Background: an optimization exercise with open tools, aiming at small area. Do not read the settings as production practice. RTL that was checked went through simulation tests only; none was proved equivalent to the original. No functional check of the RTL was part of run 6. Power and IR drop assume default switching activity.

## design.v

```verilog
package rvv_backend_div_rs_pkg;
  localparam int NUM_DIV      = 2;
  localparam int DIV_RS_DEPTH = 8;
  localparam int RS_MAX_PORTS = 8;
  typedef struct packed {
    logic [3:0]  uop_index;
    logic [4:0]  vd_addr;
    logic [31:0] src1;
    logic [31:0] src2;
  } DIV_RS_t;
  localparam int DIV_RS_W     = 4 + 5 + 32 + 32;
  function automatic int unsigned rs_prefix_count(input logic [RS_MAX_PORTS-1:0] vld);
    int unsigned n;
    logic        run;
    n   = 0;
    run = 1'b1;
    for (int i = 0; i < RS_MAX_PORTS; i++) begin
      run = run & vld[i];
      if (run) n = n + 1;
    end
    rs_prefix_count = n;
  endfunction
endpackage
module rvv_backend_div_rs #(
  parameter int DEPTH     = rvv_backend_div_rs_pkg::DIV_RS_DEPTH,
  parameter int PUSH_NUM  = 2,
  parameter int POP_NUM   = rvv_backend_div_rs_pkg::NUM_DIV
) (
  input  logic                                            clk,
  input  logic                                            rst_n,
  input  logic                                            trap_flush_rvv,
  input  logic [PUSH_NUM-1:0]                             push,
  input  logic [PUSH_NUM*rvv_backend_div_rs_pkg::DIV_RS_W-1:0] push_data,
  output logic                                            fifo_full,
  output logic [PUSH_NUM-1:1]                             fifo_almost_full,
  input  logic [POP_NUM-1:0]                              pop,
  output logic [POP_NUM*rvv_backend_div_rs_pkg::DIV_RS_W-1:0]  pop_data,
  output logic                                            fifo_empty,
  output logic [POP_NUM-1:1]                              fifo_almost_empty,
  output logic [$clog2(DEPTH):0]                          remain
);
  localparam int DW = rvv_backend_div_rs_pkg::DIV_RS_W;
  logic [2:0]        r_wrPtr;   
  logic [2:0]        r_rdPtr;
  logic [3:0]        r_count;
  logic [3:0][DW-1:0] r_even;    
  logic [3:0][DW-1:0] r_odd;     
  logic w_full, w_empty, w_almostFull, w_almostEmpty;
  assign w_full        = r_count[3];
  assign w_empty       = ~|r_count;
  assign w_almostFull  = r_count[3] | (&r_count[2:0]);
  assign w_almostEmpty = ~r_count[3] & ~r_count[2] & ~r_count[1];
  logic push1, push2, pop1, pop2;
  assign push1 = push[0] & ~w_full;
  assign push2 = push[0] & push[1] & ~w_almostFull;
  assign pop1  = pop[0] & ~w_empty;
  assign pop2  = pop[0] & pop[1] & ~w_almostEmpty;
  assign r_wrPtr = r_rdPtr + r_count[2:0];
  function automatic logic [2:0] ptr_adv(input logic [2:0] p, input logic one, input logic two);
    logic inc1, cy;
    inc1 = one & ~two;
    cy   = two | (inc1 & p[0]);
    ptr_adv = {p[2] ^ (cy & p[1]), p[1] ^ cy, p[0] ^ inc1};
  endfunction
  logic [3:0] w_countNext;
  assign w_countNext = r_count + {2'b00, push2, push1 & ~push2} - {2'b00, pop2, pop1 & ~pop2};
  always_ff @(posedge clk or negedge rst_n) begin
    if (!rst_n) begin
      r_rdPtr <= '0;
      r_count <= '0;
    end else if (trap_flush_rvv) begin
      r_rdPtr <= '0;
      r_count <= '0;
    end else begin
      r_rdPtr <= ptr_adv(r_rdPtr, pop1, pop2);
      r_count <= w_countNext;
    end
  end
  logic [DW-1:0] w_evenIn, w_oddIn;
  assign w_evenIn = ~(r_wrPtr[0] ? push_data[DW +: DW] : push_data[0 +: DW]);
  assign w_oddIn  = ~(r_wrPtr[0] ? push_data[0 +: DW]  : push_data[DW +: DW]);
  logic [1:0] w_row0, w_row1;
  assign w_row0 = r_wrPtr[2:1];
  assign w_row1 = r_wrPtr[0] ? r_wrPtr[2:1] + 2'd1 : r_wrPtr[2:1];
  logic [3:0] w_evenWe, w_oddWe;
  always_comb begin
    for (int k = 0; k < 4; k++) begin
      w_evenWe[k] = ~trap_flush_rvv & (r_wrPtr[0] ? (push2 & (w_row1 == 2'(k)))
                                                  : (push1 & (w_row0 == 2'(k))));
      w_oddWe[k]  = ~trap_flush_rvv & (r_wrPtr[0] ? (push1 & (w_row0 == 2'(k)))
                                                  : (push2 & (w_row1 == 2'(k))));
    end
  end
  for (genvar k = 0; k < 4; k++) begin : g_mem
    always_ff @(posedge clk) begin
      if (w_evenWe[k]) r_even[k] <= w_evenIn;
      if (w_oddWe[k])  r_odd[k]  <= w_oddIn;
    end
  end
  logic [1:0] r_evenRow, r_oddRow;
  assign r_oddRow  = r_rdPtr[2:1];
  assign r_evenRow = r_rdPtr[2:1] + 2'(r_rdPtr[0]);
  logic [3:0] w_evenSel, w_oddSel;
  always_comb begin
    for (int k = 0; k < 4; k++) begin
      w_evenSel[k] = (r_evenRow == 2'(k));
      w_oddSel[k]  = (r_oddRow  == 2'(k));
    end
  end
  logic [DW-1:0] w_evenOut, w_oddOut;
  rvv_backend_div_rs_sel4 #(.W(DW)) u_evenSel (.sel(w_evenSel), .d(r_even), .q(w_evenOut));
  rvv_backend_div_rs_sel4 #(.W(DW)) u_oddSel  (.sel(w_oddSel),  .d(r_odd),  .q(w_oddOut));
  assign pop_data[0  +: DW] = ~(r_rdPtr[0] ? w_oddOut  : w_evenOut);
  assign pop_data[DW +: DW] = ~(r_rdPtr[0] ? w_evenOut : w_oddOut);
  assign fifo_full            = w_full;
  assign fifo_empty           = w_empty;
  assign remain               = r_count;
  assign fifo_almost_full[1]  = w_almostFull;
  assign fifo_almost_empty[1] = w_almostEmpty;
endmodule
module rvv_backend_div_rs_sel4 #(
  parameter int W = 1
) (
  input  logic [3:0]        sel,
  input  logic [3:0][W-1:0] d,
  output logic [W-1:0]      q
);
  assign q = ({W{sel[0]}} & d[0]) | ({W{sel[1]}} & d[1]) |
             ({W{sel[2]}} & d[2]) | ({W{sel[3]}} & d[3]);
endmodule
```

## flow/run.sh

```bash
#!/bin/bash
# Standard ORFS layout (standard.sh, unchanged synthesis) with area-oriented
# settings: small port buffers and smaller clock buffers without dummy loads.
set -uo pipefail
export BUFFER_PORTS_ARGS="-buffer_cell sky130_fd_sc_hd__buf_1"
export CTS_ARGS="-sink_clustering_enable -repair_clock_nets -dont_use_dummy_load -buf_list {sky130_fd_sc_hd__clkbuf_4 sky130_fd_sc_hd__clkbuf_8} -sink_clustering_size 20 -sink_clustering_max_diameter 80"
bash standard.sh > standard.log 2>&1
```

## standard.sh

```bash
#!/bin/bash
# synth_recipe.tcl (not shown) runs the flow's synth.tcl, then flattens the netlist and writes it again
# the make line also repeats each setting of config.mk as NAME=value (left out here)
make -C /OpenROAD-flow-scripts/flow DESIGN_CONFIG=/design/flow/config.mk WORK_HOME=/design/flow/orfs CLKGATE_MAP_FILE= SYNTH_SCRIPT=/design/flow/synth_recipe.tcl "${@:-finish}"
```

## constraint.sdc

```tcl
create_clock -name core_clock -period 5.0 [get_ports {clk}]
set_input_delay 1.0000 -clock core_clock [delete_from_list [all_inputs] [get_ports {clk}]]
set_output_delay 1.0000 -clock core_clock [all_outputs]
set_load 0.01 [all_outputs]
```

## config.mk

```make
export PLATFORM = sky130hd
export DESIGN_NAME = rvv_backend_div_rs
export DESIGN_NICKNAME = rvv_backend_div_rs
export VERILOG_FILES = /design/flow/design.v
export SDC_FILE = /design/flow/constraint.sdc
export NUM_CORES = 4
export LEC_CHECK = 0
export CAP_MARGIN = 5
export CORE_MARGIN = 2
export CORE_UTILIZATION = 65
export SLEW_MARGIN = 5
export SYNTH_HIERARCHICAL = 1
export SYNTH_MINIMUM_KEEP_SIZE = 0
```

==> run notes, run 1 <==
Clock Sinks 591; clock latency on the worst-skew pair between 0.5 and 0.6 ns; Area Overhead vs Synth 7.69%; status complete, no violations; unrepaired setup endpoints after global routing no; WL final 54500 um; routed len/inst 23.9 um; Port Buf Inserts 306; end-of-flow core utilization a little under three quarters; CTS tree built; total core area approximately 38000 sq um; RD Place Congestion 0.748; # H-tree levels 2; FMAX 233 MHz; worst setup path startpoint r_rdPtr[1]$_DFF_PN0_; Net Count, Synth ~1.7k; final critical-path required period 4.28 ns; Post-Place Cell Area 26300 sq um; Finish-stage setup viols 0; cell taking the most area after synthesis edfxtp_1; die area approximately 40000 sq um; # hold bufs at CTS 0; Setup TNS 0 ns; CTS Buffer Depth 3; drt initial violations 1025; delay of the slowest critical-path stage 0.87 ns; worst-path maximum fanout 73; Vias 14.3k; worst-margin pin slew 1.13 ns; crit path cell chain ha_1 > xor2_1 > and2_4 > a22oi_1 > nand2_1 > mux2i_1 > buf_1; Worst path slowest cell and2_4; R2R cell count 6; Max-cap violations 0; Hold Violations, Final 0; Clock transition at path regs 0.12 ns; Seq/Total Area, Yosys just over 70%; CP endpoint kind primary output; Die W 199 um; initial antenna violation count 3; worst path arrival time between 3 and 4 ns; Diodes inserted 0; DRT antenna net count 0; Unique masters post-synth 33; fin. max-slew vios 0; vias in the first global route 13.7k; largest net degree at the start of global routing approximately 130; # IOs between 300 and 400; total grt overflow 0; Crit path max-delay family simple AND/OR/NAND/NOR gates; Ys Warns 7; Die Ht 199 um; static leakage 0.00854 uW; slew margin rel. around a quarter; # rows 71; area share of the largest cell type after synthesis a little over two thirds; startpoint types flip-flop; root buffer cell clkbuf_8; Syn Std Cell Area 24800 sq um; Syn Inst Count 1497; Worst Setup EP pop_data[81]; GRT Overall Usage 27.3%; Post-CTS Resized 0; worst-case clock skew 0.0320 ns; Syn Area/Cell 16.6 sq um; Num CTS Buffers 35; drt first pass iters 6; hpwl dp between 30000 and 40000 um; top cells by area, synth edfxtp_1 (71%), mux2i_1 (12%), a22oi_1 (8.8%); Initial Util between 60% and 70%; worst vdd rail ir drop around 0.6 mV; drt via density 6.25; worst hold path class input port to async pin; worst setup path class flip-flop to primary output; #FFs+latches synth 591; PD cells 590 nW/um^2; CP required 4.00 ns; Post-CTS Repair Setup Buffers 0; Nets 1935; reg-to-reg slack, setup between 1 and 1.5 ns; first-pass GRT wire length about 80000 um; CP bufs+invs 1; launching point of the worst reg2reg path r_rdPtr[1]$_DFF_PN0_; Stages on worst setup path 7; share of cells above drive strength 1 between 4 and 5%; FILL cells about 2.6k; drc violations 0; Final Cell Area 26700 sq um; worst r2r dst r_odd[269]$_DFFE_PP_; period utilisation layout 85.7%
==> state kept, by name, summed over array words and instances (netlist names) <==
name,count
r_odd,292
r_even,292
r_rdPtr,3
r_count,4
==> worst min-delay path by stage <==
stage	to	slack [ns]	cells past startpoint
after detailed placement	r_count[0]$_DFF_PN0_	0.81	2
final	r_count[1]$_DFF_PN0_	0.30	1
after CTS	r_count[1]$_DFF_PN0_	0.29	1
after global placement	r_rdPtr[2]$_DFF_PN0_	0.82	2
after global routing	r_count[1]$_DFF_PN0_	0.30	1
after floorplan	r_rdPtr[2]$_DFF_PN0_	0.61	3
==> per-stage QoR <==
| stage | hold WS, ns | power (uW) | cells | setup slack, ns |
|---|---|---|---|---|
| floorplan | 0.613 | 11800 | 1497 | -0.178 |
| global placement | 0.816 | 13800 | 2244 | 1.41 |
| detailed placement | 0.812 | 13900 | 2244 | 1.35 |
| CTS | 0.287 | 15800 | 2279 | 0.696 |
| global route | 0.297 | 16600 | 2279 | 0.500 |
| finish | 0.296 | 15800 | 2279 | 0.717 |
==> layer usage <==
metal	wire length [um]	track usage, %	vias to the layer above	part of all wire, %
met5	42	0	-	0.077
met3	3670	4.19	68	6.7
met2	27500	46.9	511	50
met1	22300	37.5	7212	41
li1	-	-	6454	-
met4	974	5.90	6	1.8
==> area by class of cell <==
type,instances,area [sq um],area share [%]
repair buffers,336,1520,5.70
well taps,511,639,2.39
inverters,9,33.8,0.126
clock buffers,35,482,1.80
flip-flops and latches,591,17700,66.3
multi-input cells,797,6340,23.7
==> cells in the mapped netlist <==
master    number
a211oi_1       1
edfxtp_1     584
nand3_1        2
xor2_1         1
a22oi_1      290
nor2b_1        7
buf_1         16
fa_1           2
buf_6         65
buf_2         13
nand3b_1       1
ha_1          10
clkbuf_1       5
mux2_2         1
nand2_1      150
buf_4          1
inv_1          9
nand4_1        1
nor3b_1        4
nor3_1         3
a21oi_1        3
nor2_1        11
a31oi_1        1
and2_1         4
dfrtp_1        7
a21o_1         2
or4b_4         1
nand2b_1       1
o21bai_1       1
a22oi_2        2
xor3_2         1
mux2i_1      294
xnor2_1        3
==> placed cells by master (no fill, tap or decap), types with 2 or more instances in the layout <==
cell type  count
edfxtp_1     584
buf_1        306
mux2i_1      292
a22oi_1      290
nand2_1      150
clkbuf_8      35
buf_4         18
buf_12        12
inv_1          9
ha_1           9
nor2b_1        6
nor2_4         6
dfrtp_1        6
nor2_1         5
xnor2_1        3
a21oi_1        3
and2_4         3
nand3_1        2
a21o_1         2
nor3b_1        2
mux2i_4        2
nor3b_4        2
nor3_4         2
fa_1           2
a22oi_2        2
==> kinds of logic after synthesis <==
group / count (synthesis) / share of synthesized area (%)
AO/OA/AOI/OAI: 300 / 9.08
flip-flops: 591 / 71.4
XOR/XNOR: 5 / 0.242
adder cells (fa/ha/maj): 12 / 0.665
buffers and inverters: 109 / 3.69
multiplexers: 295 / 11.9
AND/OR/NAND/NOR: 185 / 3.07
==> power by group <==
part           switching (uW)  total (uW)  internal, uW
Clock                    1330        1970           639
Combinational            4580        6900          2320
Sequential                168        6890          6730
Total                    6080       15800          9690
==> inputs of run 2 (changes only) <==
--- a/config.mk
+++ b/config.mk
@@ -5,9 +5,9 @@
 export SDC_FILE = /design/flow/constraint.sdc
 export NUM_CORES = 4
 export LEC_CHECK = 0
-export CAP_MARGIN = 5
+export CAP_MARGIN = 20
 export CORE_MARGIN = 2
 export CORE_UTILIZATION = 65
-export SLEW_MARGIN = 5
+export SLEW_MARGIN = 20
 export SYNTH_HIERARCHICAL = 1
 export SYNTH_MINIMUM_KEEP_SIZE = 0
==> run notes, run 2 <==
Post-Place Cell Area 26300 sq um (unchanged); DRT antenna net count 0 (unchanged); total core area 37700 sq um (unchanged); die area 39800 sq um (unchanged); Finish-stage setup viols 0 (unchanged); Nets 1935 (unchanged); largest net degree at the start of global routing 125 (unchanged); Power Internal 9690 uW (unchanged); worst hold path class input port to async pin; Num CTS Buffers 35 (unchanged); Final Cell Area 26700 sq um (unchanged); # IOs 307 (unchanged); final critical-path required period 4.28 ns (unchanged); worst setup path startpoint r_rdPtr[1]$_DFF_PN0_; most common cell in the netlist edfxtp_1; drt initial violations 1025 (unchanged); Port Buf Inserts 306 (unchanged); Clock transition at path regs 0.12 ns (about the same); Synth Flop Type edfxtp_1; static leakage 0.00854 uW (unchanged); worst path arrival time 3.28 ns (about the same); Vias 14.3k (unchanged); # rows 71 (unchanged); root buffer cell clkbuf_8; RD Place Congestion 0.748 (unchanged); worst r2r dst r_odd[269]$_DFFE_PP_; PD cells 590 nW/um^2 (unchanged); fin. max-slew vios 0 (unchanged); Post-CTS Resized 0 (unchanged); hpwl dp 32600 um (unchanged); number of synthesized flops with an enable pin 584 (unchanged); Initial Util 65.9% (unchanged); CTS tree built; R2R cell count 6 (unchanged); FILL cells 2574 (unchanged); total grt overflow 0 (unchanged); # hold bufs at CTS 0 (unchanged); startpoint types flip-flop; status complete, no violations; area share of the largest cell type after synthesis 70.6% (unchanged); commonest cells in the netlist edfxtp_1 (584), mux2i_1 (294), a22oi_1 (290); Die W 199 um (unchanged); Post-CTS Repair Setup Buffers 0 (unchanged); Net Count, Synth 1662 (unchanged); share of cells above drive strength 1 4.98% (unchanged); period utilisation layout 85.7% (unchanged); first-pass GRT wire length 79800 um (unchanged); Clock Power Share 12.5% (about the same); Ys Warns 7 (unchanged); Worst Setup EP pop_data[81]; worst-margin pin slew 1.13 ns (unchanged); Post-synth ARST share 1.18% (unchanged); worst-path maximum fanout 73 (unchanged); commonest non-fill, non-tap cells in the layout edfxtp_1 (584), buf_1 (306), mux2i_1 (292); Comb pwr share 43.8% (about the same); cell taking the most area after synthesis edfxtp_1; worst vdd rail ir drop 0.598 mV (unchanged); initial antenna violation count 3 (unchanged); Clock Sinks 591 (unchanged); drc violations 0 (unchanged); Area Overhead vs Synth 7.69% (unchanged); routed len/inst 23.9 um (unchanged); Syn Std Cell Area 24800 sq um (unchanged); Net Switching 6080 uW (unchanged); Max-cap violations 0 (unchanged); Diodes inserted 0 (unchanged); vias in the first global route 13.7k (unchanged); Syn Area/Cell 16.6 sq um (unchanged); slew margin rel. 25.0% (unchanged); drt via density 6.25 (unchanged); top cells by area, synth edfxtp_1 (71%), mux2i_1 (12%), a22oi_1 (8.8%); worst-case clock skew 0.0320 ns (unchanged); launching point of the worst reg2reg path r_rdPtr[1]$_DFF_PN0_; end-of-flow core utilization 71.0% (unchanged); # H-tree levels 2 (unchanged); clock latency on the worst-skew pair 0.58 ns (about the same); CTS Buffer Depth 3 (unchanged); drt first pass iters 6 (unchanged); Syn Inst Count 1497 (unchanged); biggest regs r_even (292), r_odd (292), r_count (4); unrepaired setup endpoints after global routing no; CP endpoint kind primary output; Hold Violations, Final 0 (unchanged); CP required 4.00 ns (about the same); Unique masters post-synth 33 (unchanged); #FFs+latches synth 591 (unchanged); Seq/Total Area, Yosys 71.4% (unchanged); FMAX 233 MHz (unchanged); WL final 54500 um (unchanged); worst setup path class flip-flop to primary output; Seq pwr share 43.7% (about the same); Sw Ratio 38.6% (unchanged); Die Ht 199 um (unchanged); reg-to-reg slack, setup 1.49 ns (about the same); GRT Overall Usage 27.3% (unchanged); most common cell after layout, fill and taps aside edfxtp_1
## run 2: cell counts in the layout (fill, tap and decap cells not counted)
No cell type changed its count.
## run 2: logic make-up (layout without fill, tap and decap cells)
| family | after synthesis | in the layout | synth area share [%] |
|---|---|---|---|
| XOR/XNOR | 5 | 5 | 0.242 |
| multiplexers | 295 | 295 | 11.9 |
| flip-flops | 591 | 591 | 71.4 |
| AO/OA/AOI/OAI | 300 | 300 | 9.08 |
| AND/OR/NAND/NOR | 185 | 185 | 3.07 |
| buffers and inverters | 109 | 380 | 3.69 |
| adder cells (fa/ha/maj) | 12 | 12 | 0.665 |
## run 2: metrics by stage
step	hold WS [ns]	TNS, ns	power, uW	worst slack (ns)	instances
finish	0.296	0	15800	0.717	2279
floorplan	0.613	-14.53	11800	-0.178	1497
CTS	0.287	0	15800	0.696	2279
global route	0.297	0	16600	0.500	2279
detailed placement	0.812	0	13900	1.35	2244
global placement	0.816	0	13800	1.41	2244
## run 2: power by group through the flow
stage | Clock (uW) | Combinational, uW | Sequential (uW)
finish | 1970 | 6900 | 6890
global route | 2170 | 7510 | 6940
CTS | 2010 | 6950 | 6890
detailed placement | 0 | 6940 | 7010
global placement | 0 | 6810 | 6980
floorplan | 0 | 4830 | 6990
## run 2: area by class of cell
class	instances	area [sq um]	area share [%]
inverter	9	33.8	0.126
clock buffer	35	482	1.80
timing repair buffer	336	1520	5.70
tap	511	639	2.39
sequential	591	17700	66.3
multi-input combinational	797	6340	23.7
## run 2: how the worst min path moves through the flow
stage                               startpoint              endpoint  cells past startpoint
final                                    rst_n  r_count[1]$_DFF_PN0_                      1
after floorplan           r_rdPtr[2]$_DFF_PN0_  r_rdPtr[2]$_DFF_PN0_                      3
after global placement    r_rdPtr[2]$_DFF_PN0_  r_rdPtr[2]$_DFF_PN0_                      2
after global routing                     rst_n  r_count[1]$_DFF_PN0_                      1
after detailed placement  r_count[0]$_DFF_PN0_  r_count[0]$_DFF_PN0_                      2
after CTS                                rst_n  r_count[1]$_DFF_PN0_                      1
## run 2: metal layers
metal | vias up | share of wire [%] | global-route usage [%]
met5 | - | 0.077 | 0
met1 | 7212 | 41 | 37.5
met2 | 511 | 50 | 46.9
li1 | 6454 | - | -
met4 | 6 | 1.8 | 5.90
met3 | 68 | 6.7 | 4.19
## run 2: critical path: stages, from the launching register on
cell and delay [ns]:
dfrtp_1 0.53, ha_1 0.26, xor2_1 0.32, and2_4 0.87, a22oi_1 0.18, nand2_1 0.25, mux2i_1 0.11, buf_1 0.16
==> inputs of run 3 (changes only) <==
--- a/config.mk
+++ b/config.mk
@@ -7,7 +7,7 @@
 export LEC_CHECK = 0
 export CAP_MARGIN = 20
 export CORE_MARGIN = 2
-export CORE_UTILIZATION = 65
+export CORE_UTILIZATION = 50
 export SLEW_MARGIN = 20
 export SYNTH_HIERARCHICAL = 1
 export SYNTH_MINIMUM_KEEP_SIZE = 0
==> run notes, run 3 <==
Finish-stage setup viols 0 (unchanged); cell taking the most area after synthesis edfxtp_1; Area Overhead vs Synth 8.63%; RD Place Congestion 0.767 (+2.6%); largest net degree at the start of global routing 74 (-41%); biggest regs r_even (292), r_odd (292), r_count (4); # IOs 307 (unchanged); CTS Buffer Depth 3 (unchanged); Die Ht 227 um (+14%); busiest grt layer met2; end-of-flow core utilization 55.1% (-16 points); Net Count, Synth 1662 (unchanged); Synth Flop Type edfxtp_1; final hold slack 0.288 ns (-0.00819 ns); worst path arrival time 3.35 ns (+0.07 ns); worst-case clock skew 0.0360 ns (+0.00400 ns); Post-CTS Repair Setup Buffers 0 (unchanged); DRT antenna net count 0 (unchanged); top cells by area, synth edfxtp_1 (71%), mux2i_1 (12%), a22oi_1 (8.8%); Die W 227 um (+14%); R2R cell count 7 (+1); slew margin rel. 31.9% (+7.0 points); # rows 81 (+14%); Reg area 17700 sq um (unchanged); commonest cells in the netlist edfxtp_1 (584), mux2i_1 (294), a22oi_1 (290); root buffer cell clkbuf_8; #FFs+latches synth 591 (unchanged); hpwl dp 36100 um (+11%); met1 usage 31.6% (-5.8 points); number of synthesized flops with an enable pin 584 (unchanged); GRT Overall Usage 22.8% (-4.5 points); # H-tree levels 2 (unchanged); Num CTS Buffers 35 (unchanged); share of cells above drive strength 1 5.25% (+0.27 points); worst vdd rail ir drop 0.421 mV (-30%); vias in the first global route 13.9k (+1.7%); Syn Std Cell Area 24800 sq um (unchanged); Vias 14.3k (+0.60%); drc violations 0 (unchanged); initial antenna violation count 8 (+5); # hold bufs at CTS 0 (unchanged); CP required 4.00 ns (about the same); worst setup path class flip-flop to primary output; area share of the largest cell type after synthesis 70.6% (unchanged); status complete, no violations; WL final 59100 um (+8.5%); Unique masters post-synth 33 (unchanged); Syn Inst Count 1497 (unchanged); die area 51400 sq um (+29%); final critical-path required period 4.35 ns (+0.0624 ns); most common cell in the netlist edfxtp_1; fin. max-slew vios 0 (unchanged); Max-cap violations 0 (unchanged); cell count after placement 2402 (+7.0%); Hold Violations, Final 0 (unchanged); Initial Util 50.7% (-15 points); Post-synth ARST share 1.18% (unchanged); Clock Sinks 591 (unchanged); reg-to-reg slack, setup 1.53 ns (+0.04 ns); period utilisation layout 86.9% (+1.2 points); total grt overflow 0 (unchanged); drt initial violations 1051 (+2.5%); startpoint types flip-flop; first-pass GRT wire length 86100 um (+7.9%); drt first pass iters 5 (-1); Cell Count, Final, Fillers Out 2441 (+7.1%); most common cell after layout, fill and taps aside edfxtp_1; commonest non-fill, non-tap cells in the layout edfxtp_1 (584), buf_1 (306), mux2i_1 (292); Nets 1940 (+0.26%); drt via density 5.87 (-6.1%); CTS tree built; unrepaired setup endpoints after global routing no; Ys Warns 7 (unchanged); worst-margin pin slew 1.02 ns (-0.104 ns); Syn Area/Cell 16.6 sq um (unchanged); Clock transition at path regs 0.10 ns (-0.02 ns); Seq/Total Area, Yosys 71.4% (unchanged); CP endpoint kind primary output; FMAX 230 MHz (-1.4%); worst-path maximum fanout 22 (-70%); Port Buf Inserts 306 (unchanged); met2 usage 37.7% (-9.2 points); area of the multi-input gates 6330 sq um (about the same); static leakage 0.00856 uW (+0.23%); met3 usage 4.30% (+0.12 points); Post-CTS Resized 0 (unchanged); worst hold path class input port to async pin; total core area 49000 sq um (+30%); PD cells 589 nW/um^2 (-0.20%); FILL cells 3993 (+55%); routed len/inst 24.2 um (+1.3%); clock latency on the worst-skew pair 0.63 ns (+0.05 ns)
run 3: routing by layer:
layer  vias to the layer above  routed length (um)
met5                         -                  43
met4                         6                 981
met3                        61                3840
met2                       409               29000
met1                      7386               25300
li1                       6474                   -
run 3: cell type report:
cell class,count,share of cell area [%]
flip-flops and latches,591,65.7
multi-input cells,797,23.5
repair buffers,341,5.79
well taps,664,3.08
clock buffers,35,1.79
inverters,9,0.125
diodes,4,0.0371
run 3: worst paths after layout:
kind | to | from
worst min register to register | r_count[0]$_DFF_PN0_ | r_count[0]$_DFF_PN0_
worst min-delay path | r_count[3]$_DFF_PN0_ | rst_n
worst max register to register | r_even[223]$_DFFE_PP_ | r_rdPtr[0]$_DFF_PN0_
min in group core_clock | r_odd[277]$_DFFE_PP_ | push_data[58]
worst max-delay path | pop_data[145] | r_rdPtr[0]$_DFF_PN0_
max in group asynchronous | r_rdPtr[0]$_DFF_PN0_ | rst_n
run 3: logic make-up after synthesis:
logic type | after synthesis | share of synthesized area, %
fa+ha+maj | 12 | 0.665
flops | 591 | 71.4
compound gates | 300 | 9.08
mux | 295 | 11.9
xor+xnor | 5 | 0.242
buf+inv | 109 | 3.69
simple gates | 185 | 3.07
run 3: worst max-delay path, stage by stage (launching register included):
cell and delay [ns]:
dfrtp_4 0.68, ha_1 0.27, xor2_1 0.27, and2_2 0.58, buf_4 0.37, a22oi_1 0.11
nand2_1 0.19, mux2i_1 0.10, buf_1 0.15
run 3: power breakdown:
group	switching, uW	internal (uW)
logic	4610	2300
registers	200	6730
clock network	1390	639
run 3: metrics by stage:
stage | setup WS [ns] | setup TNS (ns) | total power [uW] | cell area, sq um
after floorplan | -0.178 | -14.53 | 11800 | 24900
after global placement | 1.36 | 0 | 13900 | 26500
after detailed placement | 1.30 | 0 | 14000 | 26500
after CTS | 0.602 | 0 | 16000 | 27000
after global routing | 0.472 | 0 | 16800 | 27000
final | 0.654 | 0 | 15900 | 27000
==> inputs of run 4 (changes only) <==
==> flow/run.sh (replaced) <==
#!/bin/bash
# Standard ORFS layout (standard.sh, unchanged synthesis) with area-oriented
# settings: small port buffers and smaller clock buffers without dummy loads.
set -uo pipefail
export BUFFER_PORTS_ARGS="-buffer_cell sky130_fd_sc_hd__buf_1"
export CTS_ARGS="-sink_clustering_enable -repair_clock_nets -dont_use_dummy_load -buf_list {sky130_fd_sc_hd__clkbuf_4 sky130_fd_sc_hd__clkbuf_8} -sink_clustering_size 18 -sink_clustering_max_diameter 80"
bash standard.sh > standard.log 2>&1
--- a/config.mk
+++ b/config.mk
@@ -7,7 +7,7 @@
 export LEC_CHECK = 0
 export CAP_MARGIN = 20
 export CORE_MARGIN = 2
-export CORE_UTILIZATION = 50
+export CORE_UTILIZATION = 65
 export SLEW_MARGIN = 20
 export SYNTH_HIERARCHICAL = 1
 export SYNTH_MINIMUM_KEEP_SIZE = 0
==> run notes, run 4 <==
status complete, no violations; area share of the largest cell type after synthesis 70.6% (unchanged); drt initial violations 1044 (-0.67%); # rows 71 (-12%); Syn Std Cell Area 24800 sq um (unchanged); worst path arrival time 3.30 ns (-0.05 ns); Diodes inserted 0 (-4); Comb pwr share 43.6% (about the same); total grt overflow 0 (unchanged); Post-CTS Resized 0 (unchanged); root buffer cell clkbuf_8; Seq pwr share 43.5% (about the same); cell taking the most area after synthesis edfxtp_1; worst-margin pin slew 1.11 ns (+0.0844 ns); final hold slack 0.290 ns (+0.00262 ns); Synth Flop Type edfxtp_1; startpoint types flip-flop; Num CTS Buffers 38 (+8.6%); total core area 37700 sq um (-23%); period utilisation layout 86.1% (-0.83 points); Ys Warns 7 (unchanged); static leakage 0.00856 uW (about the same); number of synthesized flops with an enable pin 584 (unchanged); die area 39800 sq um (-23%); Post-CTS Repair Setup Buffers 0 (unchanged); most common cell in the netlist edfxtp_1; Seq/Total Area, Yosys 71.4% (unchanged); Vias 14.3k (-0.38%); reg-to-reg slack, setup 1.48 ns (-0.05 ns); vias in the first global route 13.8k (-1.2%); Final Cell Area 26800 sq um (-0.72%); # H-tree levels 2 (unchanged); hpwl dp 32600 um (-9.7%); Finish-stage setup viols 0 (unchanged); Cell Count, Final, Fillers Out 2282 (-6.5%); FMAX 232 MHz (+0.97%); Unique masters post-synth 33 (unchanged); Die Ht 199 um (-12%); worst setup path class flip-flop to primary output; #FFs+latches synth 591 (unchanged); CTS tree built; first-pass GRT wire length 80100 um (-7.0%); initial antenna violation count 3 (-5); WL final 54700 um (-7.5%); Net Count, Synth 1662 (unchanged); R2R cell count 6 (-1); routed len/inst 24.0 um (-1.0%); worst vdd rail ir drop 0.597 mV (+42%); worst-path maximum fanout 73 (+230%); PD cells 592 nW/um^2 (+0.55%); cell count after placement 2244 (-6.6%); Setup TNS 0 ns (unchanged); CP endpoint kind primary output; top cells by area, synth edfxtp_1 (71%), mux2i_1 (12%), a22oi_1 (8.8%); Post-Place Cell Area 26300 sq um (-0.85%); biggest regs r_even (292), r_odd (292), r_count (4); GRT Overall Usage 27.4% (+4.6 points); CTS Buffer Depth 3 (unchanged); Clock Sinks 591 (unchanged); drt via density 6.26 (+6.6%); largest net degree at the start of global routing 125 (+69%); drt first pass iters 5 (unchanged); # hold bufs at CTS 0 (unchanged); worst-case clock skew 0.0202 ns (-0.0158 ns); Post-synth ARST share 1.18% (unchanged); worst hold path class input port to async pin; clock latency on the worst-skew pair 0.58 ns (-0.05 ns); Area Overhead vs Synth 7.85%; unrepaired setup endpoints after global routing no; worst r2r dst r_odd[269]$_DFFE_PP_; Clock Power Share 12.9% (about the same); CP required 4.00 ns (about the same); launching point of the worst reg2reg path r_rdPtr[1]$_DFF_PN0_; commonest cells in the netlist edfxtp_1 (584), mux2i_1 (294), a22oi_1 (290); # IOs 307 (unchanged); Power Internal 9740 uW (+0.72%); Syn Area/Cell 16.6 sq um (unchanged); Net Switching 6110 uW (-1.6%); Max-cap violations 0 (unchanged); Nets 1938 (-0.10%); FILL cells 2573 (-36%); Sw Ratio 38.5% (-0.55 points); Die W 199 um (-12%); Hold Violations, Final 0 (unchanged); Port Buf Inserts 306 (unchanged); Initial Util 65.9% (+15 points); final critical-path required period 4.30 ns (-0.0416 ns); RD Place Congestion 0.748 (-2.6%); DRT antenna net count 0 (unchanged); drc violations 0 (unchanged); Clock transition at path regs 0.10 ns (about the same); Syn Inst Count 1497 (unchanged); share of cells above drive strength 1 5.14% (-0.11 points); commonest non-fill, non-tap cells in the layout edfxtp_1 (584), buf_1 (306), mux2i_1 (292); slew margin rel. 26.3% (-5.6 points); fin. max-slew vios 0 (unchanged); most common cell after layout, fill and taps aside edfxtp_1; Reg area 17700 sq um (unchanged); area of the multi-input gates 6340 sq um (about the same)
## run 4: final cells by class
cell class	instances	share of cell area, %
Sequential cell	591	66.2
Multi-Input combinational cell	797	23.7
Timing Repair Buffer	336	5.69
Tap cell	511	2.39
Inverter	9	0.126
Clock buffer	38	1.95
## run 4: metrics by stage
stage                     util, %  total power (uW)  setup slack [ns]
after detailed placement     69.7             13900              1.35
after global routing         71.1             16700             0.487
after CTS                    71.1             15900             0.683
after floorplan                 -             11800            -0.178
after global placement       69.7             13800              1.41
final                        71.1             15800             0.696
## run 4: kinds of logic after synthesis
| group | count (synthesis) | share of synthesized area (%) |
|---|---|---|
| xor+xnor | 5 | 0.242 |
| simple gates | 185 | 3.07 |
| compound gates | 300 | 9.08 |
| buf+inv | 109 | 3.69 |
| flops | 591 | 71.4 |
| mux | 295 | 11.9 |
| fa+ha+maj | 12 | 0.665 |
## run 4: worst max path at each step
stage	startpoint	endpoint	depth (start not counted)
final	r_rdPtr[1]$_DFF_PN0_	pop_data[81]	7
after global routing	r_rdPtr[1]$_DFF_PN0_	pop_data[81]	7
after CTS	r_rdPtr[1]$_DFF_PN0_	pop_data[81]	7
after detailed placement	r_rdPtr[1]$_DFF_PN0_	pop_data[81]	7
after global placement	r_rdPtr[1]$_DFF_PN0_	pop_data[73]	7
after floorplan	r_count[0]$_DFF_PN0_	r_odd[146]$_DFFE_PP_	6
## run 4: critical path, cell delays in order, from the launching register on
cell and delay, ns:
dfrtp_1 0.52, ha_1 0.26, xor2_1 0.32, and2_4 0.88, a22oi_1 0.18, nand2_1 0.25, mux2i_1 0.11, buf_1 0.16
## run 4: layer usage
metal / routed length, um / global-route usage, % / share of wire (%)
met3: 3820 / 4.00 / 7.0
met5: 39 / 0 / 0.071
met4: 1000 / 6.36 / 1.8
met2: 27500 / 47.1 / 50
met1: 22400 / 37.5 / 41
## run 4: power by group through the flow
stage               registers [uW]  logic [uW]  clock network [uW]
floorplan                     6990        4830                   0
CTS                           6890        6940                2080
global route                  6940        7510                2240
finish                        6890        6910                2040
detailed placement            7010        6940                   0
global placement              6980        6810                   0
==> inputs of run 5 (changes only) <==
==> flow/run.sh (replaced) <==
#!/bin/bash
# Standard ORFS layout (standard.sh, unchanged synthesis) with area-oriented
# settings: small port buffers, smaller clock buffers without dummy loads,
# synthesis buffers removed before placement (flow/pre_place.tcl) and left to
# the post-placement repair_design.
set -uo pipefail
export BUFFER_PORTS_ARGS="-buffer_cell sky130_fd_sc_hd__buf_1"
export CTS_ARGS="-sink_clustering_enable -repair_clock_nets -dont_use_dummy_load -buf_list {sky130_fd_sc_hd__clkbuf_4 sky130_fd_sc_hd__clkbuf_8} -sink_clustering_size 18 -sink_clustering_max_diameter 80"
export PRE_GLOBAL_PLACE_TCL="$PWD/flow/pre_place.tcl"
bash standard.sh > standard.log 2>&1
==> flow/pre_place.tcl (new file) <==
# Drop the buffers synthesis inserted; placement repair re-buffers as needed.
remove_buffers
--- a/config.mk
+++ b/config.mk
@@ -8,6 +8,7 @@
 export CAP_MARGIN = 20
 export CORE_MARGIN = 2
 export CORE_UTILIZATION = 65
+export GPL_TIMING_DRIVEN = 0
 export SLEW_MARGIN = 20
 export SYNTH_HIERARCHICAL = 1
 export SYNTH_MINIMUM_KEEP_SIZE = 0
==> run notes, run 5 <==
Syn Std Cell Area 24800 sq um (unchanged); Synth Flop Type edfxtp_1; worst vdd rail ir drop 0.442 mV (-26%); Vias 14.6k (+2.1%); drt first pass iters 5 (unchanged); Die W 199 um (unchanged); Syn Inst Count 1497 (unchanged); DRT antenna net count 0 (unchanged); total core area 37700 sq um (unchanged); Unique masters post-synth 33 (unchanged); die area 39800 sq um (unchanged); total grt overflow 0 (unchanged); drt initial violations 1240 (+19%); unrepaired setup endpoints after global routing no; worst path arrival time 3.75 ns (+0.45 ns); commonest cells in the netlist edfxtp_1 (584), mux2i_1 (294), a22oi_1 (290); number of synthesized flops with an enable pin 584 (unchanged); Syn Area/Cell 16.6 sq um (unchanged); Reg area 17700 sq um (unchanged); Clock Sinks 591 (unchanged); Area Overhead vs Synth 12.3%; root buffer cell clkbuf_8; Net Count, Synth 1662 (unchanged); static leakage 0.00902 uW (+5.3%); most common cell after layout, fill and taps aside edfxtp_1; R2R cell count 11 (+5); Post-Place Cell Area 27300 sq um (+4.1%); Post-CTS Repair Setup Buffers 0 (unchanged); drt via density 6.26 (about the same); clock latency on the worst-skew pair 0.59 ns (about the same); Clock transition at path regs 0.11 ns (about the same); Die Ht 199 um (unchanged); most common cell in the netlist edfxtp_1; first-pass GRT wire length 83400 um (+4.1%); Nets 1979 (+2.1%); Max-cap violations 0 (unchanged); drc violations 0 (unchanged); # H-tree levels 2 (unchanged); hpwl dp 38900 um (+19%); Initial Util 65.9% (unchanged); Num CTS Buffers 38 (unchanged); worst-path maximum fanout 40 (-45%); FILL cells 2394 (-7.0%); period utilisation layout 95.0% (+8.9 points); commonest non-fill, non-tap cells in the layout edfxtp_1 (584), buf_1 (306), mux2i_1 (292); FMAX 211 MHz (-9.4%); # IOs 307 (unchanged); area share of the largest cell type after synthesis 70.6% (unchanged); routed len/inst 24.5 um (+1.9%); PD cells 590 nW/um^2 (-0.38%); Post-synth ARST share 1.18% (unchanged); initial antenna violation count 14 (+11); Hold Violations, Final 0 (unchanged); Finish-stage setup viols 0 (unchanged); Port Buf Inserts 306 (unchanged); area of the multi-input gates 6340 sq um (unchanged); CTS Buffer Depth 3 (unchanged); vias in the first global route 14.3k (+3.7%); share of cells above drive strength 1 7.28% (+2.1 points); CP required 4.00 ns (about the same); cell taking the most area after synthesis edfxtp_1; Post-CTS Resized 0 (unchanged); #FFs+latches synth 591 (unchanged); # hold bufs at CTS 0 (unchanged); top cells by area, synth edfxtp_1 (71%), mux2i_1 (12%), a22oi_1 (8.8%); worst-margin pin slew 0.869 ns (-0.237 ns); CTS tree built; WL final 57000 um (+4.1%); GRT Overall Usage 28.6% (+1.2 points); startpoint types flip-flop; Final Cell Area 27900 sq um (+4.1%); final critical-path required period 4.75 ns (+0.445 ns); final hold slack 0.309 ns (+0.0184 ns); status complete, no violations; worst-case clock skew 0.0208 ns (+0.000585 ns); biggest regs r_even (292), r_odd (292), r_count (4); fin. max-slew vios 0 (unchanged); RD Place Congestion 0.737 (-1.5%); # rows 71 (unchanged); CP endpoint kind primary output; worst setup path class flip-flop to primary output; slew margin rel. 42.1% (+16 points); Seq/Total Area, Yosys 71.4% (unchanged); largest net degree at the start of global routing 46 (-63%); worst hold path class input port to async pin; Ys Warns 7 (unchanged)
-- run 5: cell counts after synthesis --
Identical to the previous run, type by type.
-- run 5: metrics by stage --
stage | util [%] | total power (uW) | TNS (ns) | setup WS (ns) | cells
6_report | 74.0 | 16400 | 0 | 0.251 | 2331
2_1_floorplan | - | 11800 | -14.53 | -0.178 | 1497
5_1_grt | 74.0 | 17200 | 0 | 0.0839 | 2329
3_3_place_gp | 68.4 | 13100 | - | -15.05 | 2214
4_1_cts | 74.0 | 16500 | 0 | 0.171 | 2323
3_5_place_dp | 72.6 | 14500 | 0 | 0.815 | 2285
-- run 5: worst max-delay path, stage by stage, from the launching register on --
cell     delay [ns]
dfrtp_4        0.80
buf_16         0.33
ha_1           0.27
xor2_1         0.32
and2_4         0.56
buf_12         0.31
a22oi_1        0.10
nand2_1        0.13
mux2i_1        0.12
buf_1          0.17
-- run 5: final cells by class --
type | count | area share [%]
Sequential cell | 591 | 63.5
Tap cell | 511 | 2.29
Inverter | 9 | 0.121
Timing Repair Buffer | 377 | 9.36
Multi-Input combinational cell | 797 | 22.7
Clock buffer | 38 | 1.88
Antenna cell | 8 | 0.0718
-- run 5: logic make-up after synthesis --
logic type | after synthesis | synth area share (%)
compound gates | 300 | 9.08
fa+ha+maj | 12 | 0.665
flops | 591 | 71.4
buf+inv | 109 | 3.69
xor+xnor | 5 | 0.242
simple gates | 185 | 3.07
mux | 295 | 11.9
-- run 5: final timing paths --
path / start / to / slack [ns]
hold / removal: rst_n / r_rdPtr[0]$_DFF_PN0_ / 0.31
min in group core_clock: push_data[120] / r_odd[120]$_DFFE_PP_ / 0.80
setup / recovery: r_rdPtr[0]$_DFF_PN0_ / pop_data[134] / 0.25
setup reg to reg: r_rdPtr[0]$_DFF_PN0_ / r_odd[279]$_DFFE_PP_ / 0.85
max in group asynchronous: rst_n / r_rdPtr[0]$_DFF_PN0_ / 4.36
hold reg to reg: r_count[0]$_DFF_PN0_ / r_count[0]$_DFF_PN0_ / 0.82
-- run 5: routing by layer --
layer / global-route usage [%] / wire, um / up-vias
li1: - / - / 6575
met1: 36.8 / 22300 / 7343
met2: 49.3 / 28800 / 540
met3: 5.65 / 4210 / 116
met4: 9.36 / 1680 / 10
met5: 0 / 66 / -
-- run 5: where the power goes --
part | leakage (uW) | switching, uW | total, uW | internal [uW]
logic | 0.00338 | 4700 | 7460 | 2760
clock network | 0.000273 | 1350 | 2040 | 690
registers | 0.00537 | 220 | 6940 | 6720
==> inputs of run 6 (changes only) <==
--- a/design.v
+++ b/design.v
@@ -91,10 +91,15 @@
                                                   : (push2 & (w_row1 == 2'(k))));
     end
   end
+  logic [3:0][DW-1:0] w_evenNext, w_oddNext;
   for (genvar k = 0; k < 4; k++) begin : g_mem
+    rvv_backend_div_rs_hold #(.W(DW)) u_evenHold (
+      .load(w_evenWe[k]), .hold(~w_evenWe[k]), .d(w_evenIn), .q(r_even[k]), .y(w_evenNext[k]));
+    rvv_backend_div_rs_hold #(.W(DW)) u_oddHold (
+      .load(w_oddWe[k]),  .hold(~w_oddWe[k]),  .d(w_oddIn),  .q(r_odd[k]),  .y(w_oddNext[k]));
     always_ff @(posedge clk) begin
-      if (w_evenWe[k]) r_even[k] <= w_evenIn;
-      if (w_oddWe[k])  r_odd[k]  <= w_oddIn;
+      r_even[k] <= w_evenNext[k];
+      r_odd[k]  <= w_oddNext[k];
     end
   end
   logic [1:0] r_evenRow, r_oddRow;
@@ -128,3 +133,14 @@
   assign q = ({W{sel[0]}} & d[0]) | ({W{sel[1]}} & d[1]) |
              ({W{sel[2]}} & d[2]) | ({W{sel[3]}} & d[3]);
 endmodule
+module rvv_backend_div_rs_hold #(
+  parameter int W = 1
+) (
+  input  logic         load,
+  input  logic         hold,
+  input  logic [W-1:0] d,
+  input  logic [W-1:0] q,
+  output logic [W-1:0] y
+);
+  assign y = ({W{load}} & d) | ({W{hold}} & q);
+endmodule
==> flow/run.sh (replaced) <==
#!/bin/bash
# Standard ORFS layout (standard.sh, unchanged synthesis) with area-oriented
# settings: small port buffers and smaller clock buffers without dummy loads.
set -uo pipefail
export BUFFER_PORTS_ARGS="-buffer_cell sky130_fd_sc_hd__buf_1"
export CTS_ARGS="-sink_clustering_enable -repair_clock_nets -dont_use_dummy_load -buf_list {sky130_fd_sc_hd__clkbuf_4 sky130_fd_sc_hd__clkbuf_8} -sink_clustering_size 18 -sink_clustering_max_diameter 80"
bash standard.sh > standard.log 2>&1
--- a/config.mk
+++ b/config.mk
@@ -8,7 +8,6 @@
 export CAP_MARGIN = 20
 export CORE_MARGIN = 2
 export CORE_UTILIZATION = 65
-export GPL_TIMING_DRIVEN = 0
 export SLEW_MARGIN = 20
 export SYNTH_HIERARCHICAL = 1
 export SYNTH_MINIMUM_KEEP_SIZE = 0
removed: flow/pre_place.tcl
==> run notes, run 6 <==
crit path cell chain ha_1 > xor2_1 > and2_2 > buf_4 > a22oi_1 > nand2_1 > mux2i_1 > buf_1; Setup TNS 0 ns (unchanged); Net Count, Synth 2386 (+44%); cell count after placement 2857 (+25%); period utilisation layout 88.3% (-6.7 points); Max-cap violations 0 (unchanged); # rows 72 (+1.4%); Post-synth ARST share 1.18% (unchanged); commonest cells in the netlist a22o_1 (584), dfxtp_1 (584), mux2i_1 (296); Num CTS Buffers 38 (unchanged); fin. max-slew vios 0 (unchanged); Port Buf Inserts 306 (unchanged); GRT Overall Usage 34.2% (+5.7 points); Syn Area/Cell 11.5 sq um (-30%); hpwl dp 43500 um (+12%); Die Ht 203 um (+1.6%); vias in the first global route 19.9k (+40%); Seq/Total Area, Yosys 46.3% (-25 points); Vias 20.1k (+38%); worst vdd rail ir drop 0.870 mV (+97%); Syn Std Cell Area 25600 sq um (+3.2%); unrepaired setup endpoints after global routing no; CP required 4.00 ns (about the same); worst setup path class flip-flop to primary output; CTS Buffer Depth 3 (unchanged); commonest non-fill, non-tap cells in the layout a22o_1 (584), dfxtp_1 (584), buf_1 (306); drt via density 6.95 (+11%); worst-margin pin slew 1.08 ns (+0.212 ns); Unique masters post-synth 39 (+18%); total core area 38800 sq um (+3.1%); Clock Sinks 591 (unchanged); root buffer cell clkbuf_8; Synth Flop Type dfxtp_1; status complete, no violations; worst-path maximum fanout 29 (-28%); drt initial violations 1945 (+57%); WL final 73100 um (+28%); worst-case clock skew 0.0306 ns (+0.00988 ns); #FFs+latches synth 591 (unchanged); drc violations 0 (unchanged); final critical-path required period 4.42 ns (-0.334 ns); worst setup path startpoint r_rdPtr[1]$_DFF_PN0_; PD cells 767 nW/um^2 (+30%); # IOs 307 (unchanged); die area 41000 sq um (+3.2%); Nets 2545 (+29%); # H-tree levels 2 (unchanged); number of synthesized flops with an enable pin 0 (-100%); initial antenna violation count 0 (-14); worst hold path class input port to async pin; Ys Warns 7 (unchanged); Initial Util 66.0% (+0.10 points); clock latency on the worst-skew pair 0.59 ns (about the same); cell taking the most area after synthesis dfxtp_1; Syn Inst Count 2221 (+48%); total grt overflow 0 (unchanged); slew margin rel. 27.9% (-14 points); Clock transition at path regs 0.11 ns (about the same); CP endpoint kind primary output; largest net degree at the start of global routing 149 (+220%); share of cells above drive strength 1 4.67% (-2.6 points); drt first pass iters 6 (+1); Finish-stage setup viols 0 (unchanged); startpoint types flip-flop; Die W 203 um (+1.6%); static leakage 0.0109 uW (+21%); FMAX 226 MHz (+7.6%); # hold bufs at CTS 0 (unchanged); Post-CTS Resized 0 (unchanged); delay of the slowest critical-path stage 0.74 ns (-0.06 ns); area share of the largest cell type after synthesis 45.6% (-25 points); routed len/inst 25.2 um (+3.2%); FILL cells 3116 (+30%); Area Overhead vs Synth 2.37%; Post-CTS Repair Setup Buffers 0 (unchanged); RD Place Congestion 0.854 (+16%); biggest regs r_even (292), r_odd (292), r_count (4); Hold Violations, Final 0 (unchanged); Worst path slowest cell and2_2; launching point of the worst reg2reg path r_rdPtr[0]$_DFF_PN0_; worst path arrival time 3.42 ns (-0.33 ns); first-pass GRT wire length 113000 um (+35%); DRT antenna net count 0 (unchanged); Cell Count, Final, Fillers Out 2897 (+24%); top cells by area, synth dfxtp_1 (46%), a22o_1 (20%), mux2i_1 (12%); CTS tree built
run 6: cell types whose count changed in the layout (fill, tap and decap cells not counted), moves of 3 or more:
cell / delta
a22o_1: +584
buf_8: -18
edfxtp_1: -584
and2_4: -3
and2_2: +3
diode_2: -7
buf_4: +30
buf_16: -29
buf_6: -11
dfxtp_1: +584
run 6: power breakdown:
part / internal, uW / switching, uW
registers: 6870 / 1180
clock network: 691 / 1410
logic: 4080 / 5890
total: 11600 / 8480
run 6: layout make-up:
class | count | area (sq um) | area share (%)
inverters | 9 | 33.8 | 0.129
diodes | 1 | 2.50 | 0.00954
clock buffers | 38 | 523 | 1.99
flip-flops and latches | 591 | 11900 | 45.2
multi-input cells | 1392 | 11500 | 44.0
repair buffers | 348 | 1620 | 6.18
well taps | 518 | 648 | 2.47
run 6: cells by family (layout without fill, tap and decap cells):
kind of cell / count (synthesis) / in the layout / synth area share, %
DFF: 591 / 591 / 46.3
xor gates and xnor gates: 5 / 5 / 0.234
and+or+nand+nor: 194 / 194 / 3.22
other: 0 / 1 / 0
buffers and inverters: 238 / 395 / 9.25
adders and majority gates: 12 / 12 / 0.644
muxes: 297 / 297 / 11.6
AOI/OAI and AO/OA: 884 / 884 / 28.7
run 6: per-layer routing:
layer	wire, um	share of wire, %	GRT usage, %	vias to the layer above
met5	0	0	0	-
met2	34200	47	56.3	1028
li1	-	-	-	8901
met1	30800	42	46.7	10100
met3	6080	8.3	4.99	140
met4	1950	2.7	10.8	0
run 6: critical path, delay by kind of cell, from the launching register on:
family | cells | cell delay (ns)
DFF | 1 | 0.54
AOI/OAI and AO/OA | 1 | 0.11
and+or+nand+nor | 2 | 0.92
xor gates and xnor gates | 1 | 0.28
buffers and inverters | 2 | 0.58
adders and majority gates | 1 | 0.26
muxes | 1 | 0.11
run 6: path summary, 6_finish.rpt:
| kind | endpoint | slack [ns] | cells after the start |
|---|---|---|---|
| max | pop_data[143] | 0.58 | 8 |
| min | r_count[0]$_DFF_PN0_ | 0.32 | 1 |
| max reg2reg | r_even[120]$_DFF_P_ | 1.12 | 9 |
| min reg2reg | r_odd[138]$_DFF_P_ | 0.48 | 1 |
| max in group asynchronous | r_rdPtr[0]$_DFF_PN0_ | 4.32 | 1 |
| min in group core_clock | r_odd[138]$_DFF_P_ | 0.48 | 1 |
run 6: per-stage QoR:
stage          instance area [sq um]  worst slack [ns]  hold slack (ns)  util (%)  total power [uW]
5_1_grt                        26200             0.489            0.323      67.6             21200
2_1_floorplan                  25600              2.23            0.440         -             15300
4_1_cts                        26200             0.626            0.312      67.5             19900
3_5_place_dp                   25700              1.15            0.453      66.2             17900
3_3_place_gp                   25700              1.20            0.452      66.2             17500
6_report                       26200             0.585            0.316      67.6             20100
==> inputs of run 7 (changes only) <==
--- a/design.v
+++ b/design.v
@@ -77,8 +77,10 @@
     end
   end
   logic [DW-1:0] w_evenIn, w_oddIn;
-  assign w_evenIn = ~(r_wrPtr[0] ? push_data[DW +: DW] : push_data[0 +: DW]);
-  assign w_oddIn  = ~(r_wrPtr[0] ? push_data[0 +: DW]  : push_data[DW +: DW]);
+  rvv_backend_div_rs_mux2n #(.W(DW)) u_evenIn (
+    .s(r_wrPtr[0]), .sn(~r_wrPtr[0]), .a(push_data[DW +: DW]), .b(push_data[0 +: DW]), .y(w_evenIn));
+  rvv_backend_div_rs_mux2n #(.W(DW)) u_oddIn (
+    .s(r_wrPtr[0]), .sn(~r_wrPtr[0]), .a(push_data[0 +: DW]),  .b(push_data[DW +: DW]), .y(w_oddIn));
   logic [1:0] w_row0, w_row1;
   assign w_row0 = r_wrPtr[2:1];
   assign w_row1 = r_wrPtr[0] ? r_wrPtr[2:1] + 2'd1 : r_wrPtr[2:1];
@@ -115,8 +117,10 @@
   logic [DW-1:0] w_evenOut, w_oddOut;
   rvv_backend_div_rs_sel4 #(.W(DW)) u_evenSel (.sel(w_evenSel), .d(r_even), .q(w_evenOut));
   rvv_backend_div_rs_sel4 #(.W(DW)) u_oddSel  (.sel(w_oddSel),  .d(r_odd),  .q(w_oddOut));
-  assign pop_data[0  +: DW] = ~(r_rdPtr[0] ? w_oddOut  : w_evenOut);
-  assign pop_data[DW +: DW] = ~(r_rdPtr[0] ? w_evenOut : w_oddOut);
+  rvv_backend_div_rs_mux2n #(.W(DW)) u_pop0 (
+    .s(r_rdPtr[0]), .sn(~r_rdPtr[0]), .a(w_oddOut),  .b(w_evenOut), .y(pop_data[0  +: DW]));
+  rvv_backend_div_rs_mux2n #(.W(DW)) u_pop1 (
+    .s(r_rdPtr[0]), .sn(~r_rdPtr[0]), .a(w_evenOut), .b(w_oddOut),  .y(pop_data[DW +: DW]));
   assign fifo_full            = w_full;
   assign fifo_empty           = w_empty;
   assign remain               = r_count;
@@ -144,3 +148,14 @@
 );
   assign y = ({W{load}} & d) | ({W{hold}} & q);
 endmodule
+module rvv_backend_div_rs_mux2n #(
+  parameter int W = 1
+) (
+  input  logic         s,
+  input  logic         sn,
+  input  logic [W-1:0] a,
+  input  logic [W-1:0] b,
+  output logic [W-1:0] y
+);
+  assign y = ~(({W{s}} & a) | ({W{sn}} & b));
+endmodule
==> run notes, run 7 <==
FMAX 226 MHz (-0.18%); worst-case clock skew 0.0366 ns (+0.00593 ns); Post-CTS Repair Setup Buffers 0 (unchanged); Clock transition at path regs 0.12 ns (about the same); Die W 202 um (-0.17%); Sw Ratio 44.5% (+2.4 points); total core area 38700 sq um (-0.23%); Compound-Gate Fraction of Synth Area 37.4% (+8.7 points); CTS tree built; period utilisation layout 88.5% (+0.16 points); worst-margin pin slew 0.981 ns (-0.0997 ns); CP required 4.00 ns (about the same); Max-cap violations 0 (unchanged); Unique masters post-synth 38 (-2.6%); Clock Sinks 591 (unchanged); drt via density 7.37 (+6.0%); Setup TNS 0 ns (unchanged); cell taking the most area after synthesis dfxtp_1; Seq pwr share 39.8% (-0.2 points); Comb pwr share 50.0% (+0.5 points); Num CTS Buffers 38 (unchanged); Seq/Total Area, Yosys 46.5% (+0.16 points); commonest cells in the netlist a22o_1 (584), dfxtp_1 (584), a22oi_1 (582); top cells by area, synth dfxtp_1 (46%), a22o_1 (20%), a22oi_1 (17%); status complete, no violations; initial antenna violation count 4 (+4); drc violations 0 (unchanged); first-pass GRT wire length 121000 um (+6.9%); reg-to-reg slack, setup 1.30 ns (+0.18 ns); drt initial violations 2355 (+21%); Post-Synth Simple-Gate Area 3.20% (-0.018 points); Post-Synth XOR/XNOR Area 0.235% (+0.00082 points); Power Internal 11500 uW (-0.88%); Port Buf Inserts 306 (unchanged); # IOs 307 (unchanged); unrepaired setup endpoints after global routing no; CTS Buffer Depth 3 (unchanged); hpwl dp 47300 um (+8.7%); worst setup path class flip-flop to primary output; end-of-flow core utilization 65.9% (-1.7 points); number of synthesized flops with an enable pin 0 (unchanged); fin. max-slew vios 0 (unchanged); Vias 21.4k (+6.4%); Net Count, Synth 2418 (+1.3%); Hold Violations, Final 0 (unchanged); routed len/inst 27.5 um (+9.0%); Clock Power Share 10.2% (-0.3 points); Post-synth ARST share 1.18% (unchanged); commonest non-fill, non-tap cells in the layout a22o_1 (584), dfxtp_1 (584), a22oi_1 (582); Finish-stage setup viols 0 (unchanged); adder-cell share of the synthesized area 0.647% (+0.0022 points); Syn Std Cell Area 25500 sq um (-0.35%); PD cells 814 nW/um^2 (+6.2%); Post-CTS Resized 0 (unchanged); #FFs+latches synth 591 (unchanged); WL final 79900 um (+9.4%); static leakage 0.0109 uW (-0.83%); total grt overflow 0 (unchanged); area share of the largest cell type after synthesis 45.8% (+0.16 points); worst hold path class input port to async pin; largest net degree at the start of global routing 80 (-46%); share of cells above drive strength 1 4.99% (+0.32 points); CP endpoint kind primary output; Initial Util 65.9% (-0.076 points); biggest regs r_even (292), r_odd (292), r_count (4); Syn Inst Count 2253 (+1.4%); Synth Flop Type dfxtp_1; Ys Warns 7 (unchanged); # H-tree levels 2 (unchanged); clock latency on the worst-skew pair 0.61 ns (+0.02 ns); GRT Overall Usage 37.3% (+3.1 points); Die Ht 202 um (-0.17%); DRT antenna net count 0 (unchanged); Area Overhead vs Synth -0.0147%; slew margin rel. 34.6% (+6.6 points); worst vdd rail ir drop 0.541 mV (-38%); Nets 2552 (+0.28%); # hold bufs at CTS 0 (unchanged); die area 40900 sq um (-0.34%); RD Place Congestion 0.868 (+1.7%); worst path arrival time 3.42 ns (about the same); startpoint types flip-flop; drt first pass iters 7 (+1); vias in the first global route 20.6k (+3.5%); root buffer cell clkbuf_8; final critical-path required period 4.42 ns (+0.00810 ns); # rows 72 (unchanged); Net Switching 9250 uW (+9.1%); Syn Area/Cell 11.3 sq um (-1.8%); worst-path maximum fanout 79 (+170%); main combinational cell family by area after synthesis compound AO/OA/AOI/OAI gates; post-synthesis mux area share 0.201% (-11 points)
run 7: final cells by class:
class / count / area, sq um
inverters: 11 / 46.3
well taps: 518 / 648
repair buffers: 354 / 1640
fillers: 3157 / 13200
clock buffers: 38 / 523
diodes: 3 / 7.51
flip-flops and latches: 591 / 11900
multi-input cells: 1391 / 10800
run 7: path summary, 6_finish.rpt:
check	cells past startpoint	end	from
setup / recovery	5	pop_data[81]	r_rdPtr[0]$_DFF_PN0_
hold / removal	1	r_count[3]$_DFF_PN0_	rst_n
setup reg to reg	7	r_even[274]$_DFF_P_	r_rdPtr[1]$_DFF_PN0_
hold reg to reg	1	r_odd[122]$_DFF_P_	r_odd[122]$_DFF_P_
max in group asynchronous	1	r_rdPtr[0]$_DFF_PN0_	rst_n
min in group core_clock	1	r_odd[122]$_DFF_P_	r_odd[122]$_DFF_P_
run 7: cell families (layout without fill, tap and decap cells):
kind of cell	Yosys count	in the layout
fa+ha+maj	12	12
simple gates	193	193
xor+xnor	5	5
other cells	0	3
buf+inv	271	403
compound gates	1176	1176
flops	591	591
mux	5	5
run 7: critical path, cell delays in order, from the launching register on:
cell     delay [ns]
dfrtp_4        0.45
buf_4          0.77
inv_4          0.45
buf_4          0.45
a22oi_1        0.44
buf_1          0.20
run 7: through the flow:
step	worst slack, ns	power, uW	instance area, sq um	std cells	hold slack (ns)
after CTS	0.353	20500	25500	2902	0.260
after global placement	1.11	18000	25000	2864	0.452
after floorplan	2.23	16000	25500	2253	0.440
final	0.577	20800	25500	2906	0.263
after global routing	0.458	21900	25500	2905	0.282
after detailed placement	1.02	18400	25000	2864	0.453
run 7: routing by layer:
layer / track usage, % / up-vias / share of wire [%] / routed length (um)
met5: 0 / - / 0.016 / 13
met4: 17.4 / 2 / 4.3 / 3400
met3: 7.66 / 210 / 10 / 8170
met2: 58.1 / 1382 / 45 / 35700
met1: 49.9 / 10600 / 41 / 32700
li1: - / 9185 / - / -
run 7: power groups by stage:
| stage | registers [uW] | clock network [uW] | logic [uW] |
|---|---|---|---|
| global placement | 8220 | 0 | 9800 |
| global route | 8450 | 2300 | 11100 |
| detailed placement | 8270 | 0 | 10100 |
| CTS | 8200 | 2140 | 10100 |
| finish | 8280 | 2120 | 10400 |
| floorplan | 7910 | 0 | 8140 |
==> inputs of run 8 (changes only) <==
--- a/design.v
+++ b/design.v
@@ -134,8 +134,28 @@
   input  logic [3:0][W-1:0] d,
   output logic [W-1:0]      q
 );
-  assign q = ({W{sel[0]}} & d[0]) | ({W{sel[1]}} & d[1]) |
-             ({W{sel[2]}} & d[2]) | ({W{sel[3]}} & d[3]);
+  logic [W-1:0] w_aoi, w_nand;
+  rvv_backend_div_rs_aoi3 #(.W(W)) u_aoi  (.sel(sel[2:0]), .d(d[2:0]), .y(w_aoi));
+  rvv_backend_div_rs_nand #(.W(W)) u_nand (.sel(sel[3]),   .d(d[3]),   .y(w_nand));
+  assign q = ~(w_aoi & w_nand);
+endmodule
+module rvv_backend_div_rs_nand #(
+  parameter int W = 1
+) (
+  input  logic         sel,
+  input  logic [W-1:0] d,
+  output logic [W-1:0] y
+);
+  assign y = ~({W{sel}} & d);
+endmodule
+module rvv_backend_div_rs_aoi3 #(
+  parameter int W = 1
+) (
+  input  logic [2:0]        sel,
+  input  logic [2:0][W-1:0] d,
+  output logic [W-1:0]      y
+);
+  assign y = ~(({W{sel[0]}} & d[0]) | ({W{sel[1]}} & d[1]) | ({W{sel[2]}} & d[2]));
 endmodule
 module rvv_backend_div_rs_hold #(
   parameter int W = 1
==> run notes, run 8 <==
Worst path slowest cell and2_2; Post-CTS Resized 0 (unchanged); drc violations 0 (unchanged); Clock Sinks 591 (unchanged); initial antenna violation count 1 (-3); commonest cells in the netlist a22o_1 (584), dfxtp_1 (584), nand2_1 (296); Seq/Total Area, Yosys 46.9% (+0.47 points); fin. max-slew vios 0 (unchanged); worst hold path class input port to async pin; # rows 72 (unchanged); Post-CTS Repair Setup Buffers 0 (unchanged); Setup TNS 0 ns (unchanged); RD Place Congestion 0.862 (-0.78%); routed len/inst 26.7 um (-2.9%); worst path arrival time 3.69 ns (+0.27 ns); Area Overhead vs Synth 0.0645% (about the same); Nets 2549 (-0.12%); delay of the slowest critical-path stage 0.89 ns (+0.12 ns); worst-margin pin slew 1.04 ns (+0.0634 ns); CP endpoint kind primary output; worst-case clock skew 0.0376 ns (+0.000986 ns); Post-Synth XOR/XNOR Area 0.238% (+0.0024 points); worst vdd rail ir drop 0.679 mV (+25%); worst-path maximum fanout 33 (-58%); main combinational cell family by area after synthesis compound AO/OA/AOI/OAI gates; WL final 77500 um (-3.0%); biggest regs r_even (292), r_odd (292), r_count (4); FMAX 213 MHz (-5.6%); status complete, no violations; first-pass GRT wire length 117000 um (-2.7%); Vias 21.3k (-0.73%); Post-Synth Simple-Gate Area 5.40% (+2.2 points); drt first pass iters 9 (+2); total core area 38600 sq um (-0.47%); # IOs 307 (unchanged); Compound-Gate Fraction of Synth Area 34.9% (-2.5 points); Syn Inst Count 2253 (unchanged); Ys Warns 7 (unchanged); Num CTS Buffers 38 (unchanged); worst setup path class flip-flop to primary output; final critical-path required period 4.69 ns (+0.263 ns); Die W 201 um (-0.49%); Synth Flop Type dfxtp_1; area share of the largest cell type after synthesis 46.2% (+0.47 points); launching point of the worst reg2reg path r_rdPtr[1]$_DFF_PN0_; Finish-stage setup viols 0 (unchanged); drt via density 7.33 (-0.56%); die area 40500 sq um (-0.99%); PD cells 826 nW/um^2 (+1.5%); Syn Std Cell Area 25300 sq um (-1.0%); top cells by area, synth dfxtp_1 (46%), a22o_1 (20%), buf_6 (8.9%); end-of-flow core utilization 65.6% (-0.31 points); root buffer cell clkbuf_8; #FFs+latches synth 591 (unchanged); hpwl dp 45200 um (-4.4%); Net Count, Synth 2418 (unchanged); GRT Overall Usage 36.3% (-0.96 points); # hold bufs at CTS 0 (unchanged); largest net degree at the start of global routing 108 (+35%); commonest non-fill, non-tap cells in the layout a22o_1 (584), dfxtp_1 (584), buf_1 (306); crit path cell chain ha_1 > xnor2_1 > and2_2 > buf_4 > a222oi_1 > nand2_1 > a22oi_1 > buf_1; slew margin rel. 30.4% (-4.2 points); total grt overflow 0 (unchanged); Initial Util 65.6% (-0.36 points); post-synthesis mux area share 0.203% (+0.0020 points); Unique masters post-synth 39 (+2.6%); final hold slack 0.296 ns (+0.0329 ns); Die Ht 201 um (-0.49%); vias in the first global route 20.2k (-1.7%); adder-cell share of the synthesized area 0.653% (+0.0066 points); share of cells above drive strength 1 4.79% (-0.20 points); Max-cap violations 0 (unchanged); number of synthesized flops with an enable pin 0 (unchanged); clock latency on the worst-skew pair 0.60 ns (about the same); DRT antenna net count 0 (unchanged); Post-synth ARST share 1.18% (unchanged); CP required 4.00 ns (about the same); drt initial violations 3117 (+32%); Hold Violations, Final 0 (unchanged); CTS tree built; # H-tree levels 2 (unchanged); CTS Buffer Depth 3 (unchanged); worst setup path startpoint r_rdPtr[0]$_DFF_PN0_; total chip power 20900 uW (+0.53%); Syn Area/Cell 11.2 sq um (-1.0%); period utilisation layout 93.7% (+5.3 points); unrepaired setup endpoints after global routing no; static leakage 0.0108 uW (-0.87%); Clock transition at path regs 0.11 ns (about the same); cell taking the most area after synthesis dfxtp_1; Port Buf Inserts 306 (unchanged); startpoint types flip-flop
==> run 8: cell count changes after synthesis, sizes merged <==
cell / change
buf: -14
a22oi: -292
a222oi: +146
clkbuf: +14
nand2: +146
==> run 8: cells by family (layout without fill, tap and decap cells) <==
kind of cell | count (synthesis) | in the layout
AO/OA/AOI/OAI | 1030 | 1030
flip-flops | 591 | 591
AND/OR/NAND/NOR | 339 | 339
buffers and inverters | 271 | 400
adder cells (fa/ha/maj) | 12 | 12
XOR/XNOR | 5 | 5
multiplexers | 5 | 5
other | 0 | 1
==> run 8: layer usage <==
metal | track usage, % | routed length, um
met1 | 49.2 | 31900
met2 | 59.3 | 35900
met3 | 5.36 | 7470
met4 | 13.3 | 2290
met5 | 0 | 0
==> run 8: layout make-up <==
| cell class | instances | area (sq um) |
|---|---|---|
| Clock buffer | 38 | 523 |
| Antenna cell | 1 | 2.50 |
| Fill cell | 3219 | 13300 |
| Sequential cell | 591 | 11900 |
| Inverter | 11 | 48.8 |
| Tap cell | 518 | 648 |
| Multi-Input combinational cell | 1391 | 10600 |
| Timing Repair Buffer | 351 | 1600 |
==> run 8: report_power, final <==
group	internal, uW	total [uW]	switching, uW
combinational	4060	10600	6500
sequential	6960	8210	1250
clock	692	2130	1440
==> run 8: worst paths after layout <==
kind | end | slack [ns] | cells past startpoint
max reg2reg | r_odd[161]$_DFF_P_ | 1.39 | 7
min in group core_clock | r_even[225]$_DFF_P_ | 0.48 | 1
max in group asynchronous | r_rdPtr[0]$_DFF_PN0_ | 4.34 | 1
min reg2reg | r_even[225]$_DFF_P_ | 0.48 | 1
min | r_count[2]$_DFF_PN0_ | 0.30 | 1
max | pop_data[85] | 0.31 | 8
==> run 8: per-stage QoR <==
stage	setup slack, ns	std cells	instance area [sq um]
2_1_floorplan	2.11	2253	25300
3_3_place_gp	1.09	2862	24800
3_5_place_dp	1.04	2862	24800
4_1_cts	0.397	2900	25300
5_1_grt	0.260	2901	25300
6_report	0.314	2901	25300
==> run 8: worst max-delay path, delay by kind of cell, from the launching register on <==
family                   cells  cell delay [ns]
flip-flops                   1             0.53
AO/OA/AOI/OAI                2             0.27
buffers and inverters        2             0.66
XOR/XNOR                     1             0.29
AND/OR/NAND/NOR              2             1.08
adder cells (fa/ha/maj)      1             0.25

Check on run 8: ideal ports give 0.314 ns setup slack; a clkbuf_16 on the clock port and buf_2 on the inputs give 0.259 ns; moving port delays by the midpoint clock arrival (0.643 ns) as well gives 0.901 ns.
